Context: an optimization exercise on an open-source flow, tuned for a short achievable clock period and few clock cycles per item. The choices shown serve that exercise and are no tape-out recipe. Only simulation tests tie the RTL to the original design; equivalence was not proved.

## job 101
Design array_multiplier, start of the top module:
module array_multiplier (
	input  logic        clk,
	input  logic        reset,
	input  logic        in_valid,
	input  logic [15:0] x,
	input  logic [15:0] y,
	output logic        product_valid,
	output logic [31:0] product
);
export LEC_CHECK = 0
export CAP_MARGIN = 20
export CORE_MARGIN = 2
export CORE_UTILIZATION = 40
export SETUP_SLACK_MARGIN = 3.5
export SLEW_MARGIN = 20
export SYNTH_HIERARCHICAL = 1
create_clock -name core_clock -period 6.0 [get_ports {clk}]
standard.sh (not shown) runs the stock make flow with config.mk's settings and CLKGATE_MAP_FILE= SYNTH_SCRIPT=/design/flow/synth_recipe.tcl, a recipe that flattens the netlist after the stock synthesis.
==> flow/flow/run.sh <==
#!/bin/bash
# The standard layout (standard.sh: the standard flow's synthesis and ORFS flow), with one
# change: the buffers that buffer_ports puts on every input and output port
# are sky130_fd_sc_hd__buf_8 instead of the cell buffer_ports picks itself
# (a clkdlybuf4s50 delay cell), so that timing repair can size them within
# the buf_* family.  make's full output goes to flow_make.log.
set -euo pipefail
bash standard.sh "BUFFER_PORTS_ARGS=-buffer_cell sky130_fd_sc_hd__buf_8" finish > flow_make.log 2>&1
Testbench counts of job 101, summed over its fixed seeds: cycles 6,392, products 3,200.
Relative to job 101, the following input files were edited for job 102:
==> flow/flow/run.sh <==
#!/bin/bash
# The standard layout (standard.sh: the standard flow's synthesis and ORFS flow), with one
# change: the buffers that buffer_ports puts on every input and output port
# are sky130_fd_sc_hd__buf_4 instead of the cell buffer_ports picks itself
# (a clkdlybuf4s50 delay cell), so that timing repair can size them within
# the buf_* family.  make's full output goes to flow_make.log.
set -euo pipefail
bash standard.sh "BUFFER_PORTS_ARGS=-buffer_cell sky130_fd_sc_hd__buf_4" finish > flow_make.log 2>&1
--- a/flow/config.mk
+++ b/flow/config.mk
@@ -10,3 +10,3 @@
 export CORE_UTILIZATION = 40
-export SETUP_SLACK_MARGIN = 3.5
+export SETUP_SLACK_MARGIN = 4.0
 export SLEW_MARGIN = 20
==> run notes <==
Sequential cell area (job 102 vs. job 101) increases slightly. From job 101 to job 102 the numbers moved as follows: first-pass GRT wire length increased by 21 mm relative to the old numbers, worst path setup slack after routing decreased 95 ps. Across both runs, final worst-path cycle share was higher for job 102 than for job 101.
Relative to job 102, the following input files were edited for job 103:
==> flow/run.sh (new file) <==
#!/bin/bash
# synth_recipe.tcl (not shown) runs the flow's synth.tcl, then flattens the netlist and writes it again
# the make line also repeats each setting of config.mk as NAME=value (left out here)
make -C /OpenROAD-flow-scripts/flow DESIGN_CONFIG=/design/flow/config.mk WORK_HOME=/design/flow/orfs CLKGATE_MAP_FILE= SYNTH_SCRIPT=/design/flow/synth_recipe.tcl finish
--- a/flow/config.mk
+++ b/flow/config.mk
@@ -10,3 +10,3 @@
 export CORE_UTILIZATION = 40
-export SETUP_SLACK_MARGIN = 4.0
+export SETUP_SLACK_MARGIN = 3.5
 export SLEW_MARGIN = 20
removed: flow/flow/run.sh
removed: flow/standard.sh
[summary]
Higher cell count among job 103 and job 102: job 102
Via count in job 103 vs job 102: down 3437
Lower final clock period utilization by the worst path goes to job 103 over job 102.
Area: job 103 vs job 102 -> job 103 smaller
[inputs] job 104 vs job 103
==> flow/flow/run.sh (new file) <==
#!/bin/bash
# The standard layout (standard.sh: the standard flow's synthesis and ORFS flow), with one
# change: the buffers that buffer_ports puts on every input and output port
# are sky130_fd_sc_hd__buf_4 instead of the cell buffer_ports picks itself
# (a clkdlybuf4s50 delay cell), so that timing repair can size them within
# the buf_* family.  make's full output goes to flow_make.log.
set -euo pipefail
bash standard.sh "BUFFER_PORTS_ARGS=-buffer_cell sky130_fd_sc_hd__buf_4" finish > flow_make.log 2>&1
==> flow/standard.sh (new file) <==
#!/bin/bash
# synth_recipe.tcl (not shown) runs the flow's synth.tcl, then flattens the netlist and writes it again
# the make line also repeats each setting of config.mk as NAME=value (left out here)
make -C /OpenROAD-flow-scripts/flow DESIGN_CONFIG=/design/flow/config.mk WORK_HOME=/design/flow/orfs CLKGATE_MAP_FILE= SYNTH_SCRIPT=/design/flow/synth_recipe.tcl "${@:-finish}"
--- a/flow/config.mk
+++ b/flow/config.mk
@@ -10,3 +10,3 @@
 export CORE_UTILIZATION = 40
-export SETUP_SLACK_MARGIN = 3.5
+export SETUP_SLACK_MARGIN = 3.6
 export SLEW_MARGIN = 20
removed: flow/run.sh
==> comparison <==
Number of global-route vias before repair | job 104 below job 103. In job 104, the routed length on met1 came out 0.59% below the value in job 103. Compared to job 103, job 104 shows a wider setup margin. Sort job 103 and job 104 by sum of net half-perimeters after detailed placement asc -> top: job 103. On via count, job 103 loses to job 104. When job 104 is measured against job 103, its post-CTS repair timing setup buffer count turns out 5 lower. Sort job 103 and job 104 by share of the clock period used by the worst path after layout desc -> top: job 103. | routed wire length | job 104 vs job 103 | worse |.

========
Setup of job 8727:
Another version of the RTL of array_multiplier (not shown whole).
Size in the first run: roughly 1900 cells after synthesis, about 210 flip-flops, ~68 I/O pins, roughly 13000 sq um of cells after synthesis.
Settings: LEC_CHECK=0, CAP_MARGIN=20, CORE_MARGIN=2, CORE_UTILIZATION=40, SETUP_SLACK_MARGIN=3.6, SLEW_MARGIN=20, SYNTH_HIERARCHICAL=1; clock period 6.0 ns.
==> flow/flow/run.sh <==
#!/bin/bash
# The standard layout (standard.sh: the standard flow's synthesis and ORFS flow), with two
# changes to port buffering: buffer_ports puts sky130_fd_sc_hd__buf_4 on every
# input and output port instead of the cell it picks itself (a clkdlybuf4s50
# delay cell), and after global placement flow/inbuf.tcl makes the input
# ports' buffers buf_12, as each drives a wide fanout.  Timing repair may
# still resize them within the buf_* family.  make's full output goes to
# flow_make.log.
set -euo pipefail
bash standard.sh "BUFFER_PORTS_ARGS=-buffer_cell sky130_fd_sc_hd__buf_4" \
  "POST_GLOBAL_PLACE_TCL=$PWD/flow/inbuf.tcl" finish > flow_make.log 2>&1
==> flow/flow/inbuf.tcl <==
# POST_GLOBAL_PLACE hook: the buffers on the input ports each drive a wide
# fanout, so start them at buf_12 (timing repair may still resize them).
foreach bterm [[ord::get_db_block] getBTerms] {
  if { [$bterm getIoType] != "INPUT" } { continue }
  set net [$bterm getNet]
  if { $net == "NULL" } { continue }
  foreach iterm [$net getITerms] {
    set inst [$iterm getInst]
    if { [string match "sky130_fd_sc_hd__buf_*" [[$inst getMaster] getName]] } {
      replace_cell [$inst getName] sky130_fd_sc_hd__buf_12
    }
  }
}
Testbench counts of job 8727, summed over its fixed seeds: cycles 6,392, products 3,200.
### job 8727 -> job 5396
Settings: SETUP_SLACK_MARGIN: 3.6 -> 3.5.
==> flow/flow/inbuf.tcl <==
# POST_GLOBAL_PLACE hook: the buffers on the input ports each drive a wide
# fanout, so start them at buf_12 (timing repair may still resize them).
foreach port [get_ports *] {
  if { [get_property $port direction] != "input" } { continue }
  set net [get_nets -of_objects $port]
  if { $net == "" } { continue }
  foreach pin [get_pins -of_objects $net] {
    if { [get_property $pin direction] != "input" } { continue }
    set inst [get_cells -of_objects $pin]
    if { [string match "sky130_fd_sc_hd__buf_*" [get_property $inst ref_name]] } {
      replace_cell $inst sky130_fd_sc_hd__buf_12
    }
  }
}
Results
- Stage in which a tool error killed job 5396: 3_3_place_gp.
- Diff job 5396..job 8727 | distinct cell type count after synthesis | unchanged
- From job 8727 to job 5396 the numbers moved as follows: post-synthesis sequential area ratio roughly the same, xor and xnor area share after synthesis roughly the same, synthesized area roughly the same, simple-gate share of the synthesized area roughly the same.
- ~same number of core rows in job 8727 and job 5396
- Job 5396 against job 8727: starting density of the core flat; synthesized cell count was more or less identical; number of enable-type register cells in the synthesized netlist did not really move.
- Reported for job 8727 and job 5396, post-synthesis async set-or-reset flop share turned out identical to the last digit.
Setup changes, job 5396 to job 5308
==> flow/flow/run.sh <==
#!/bin/bash
# The standard layout (standard.sh: the standard flow's synthesis and ORFS flow), with one
# change: the buffers that buffer_ports puts on every input and output port
# are sky130_fd_sc_hd__buf_4 instead of the cell buffer_ports picks itself
# (a clkdlybuf4s50 delay cell), so that timing repair can size them within
# the buf_* family.  make's full output goes to flow_make.log.
set -euo pipefail
bash standard.sh "BUFFER_PORTS_ARGS=-buffer_cell sky130_fd_sc_hd__buf_4" finish > flow_make.log 2>&1
removed: flow/flow/inbuf.tcl
### Flow results
Die outline width: job 5396 vs job 5308 identical. Job 5308 completed end to end with timing, DRC and antenna clean. Re number of standard-cell rows in the floorplan: no difference whatsoever between job 5308 and job 5396. Starting utilization of the core area: job 5396 vs job 5308 identical. Re simple-gate share of the synthesized area: no difference whatsoever between job 5396 and job 5308.

==> re-timing with driven ports <==
The flow's constraints put no driver on any port. The routed layouts listed below were extracted and timed again, unchanged, in two steps.
Step 1, drivers: a clkbuf_16 drives clk and a buf_2 each remaining input, both assumed.
Step 2 adds t to the input delays and takes it off the output delays; t is the mean of the earliest and latest rising clock arrival at the registers after step 1. Input paths then give back, and output paths get back, about the clock's delay inside the block.
Slacks: ideal / step 1 / step 2; pairs: ideal / step 1.
| run | t (ns) | setup slack, ns | clock arrival spread, ns |
|---|---|---|---|
| job 101 | 0.569 | 3.542 / 3.495 / 3.056 | 0.018 / 0.017 |
| job 102 | 0.571 | 3.446 / 3.356 / 2.786 | 0.025 / 0.025 |
| job 103 | 0.562 | 3.533 / 3.523 / 2.996 | 0.021 / 0.021 |
| job 104 | 0.569 | 3.592 / 3.544 / 3.108 | 0.013 / 0.013 |
| job 8727 | 0.576 | 3.579 / 3.532 / 3.103 | 0.027 / 0.028 |
| job 5308 | 0.550 | 3.539 / 3.545 / 3.011 | 0.015 / 0.015 |
After both steps every run listed still meets setup and hold. The setup slack of job 102, which loses most, moves by -0.090 ns with the drivers and by -0.660 ns with both steps.
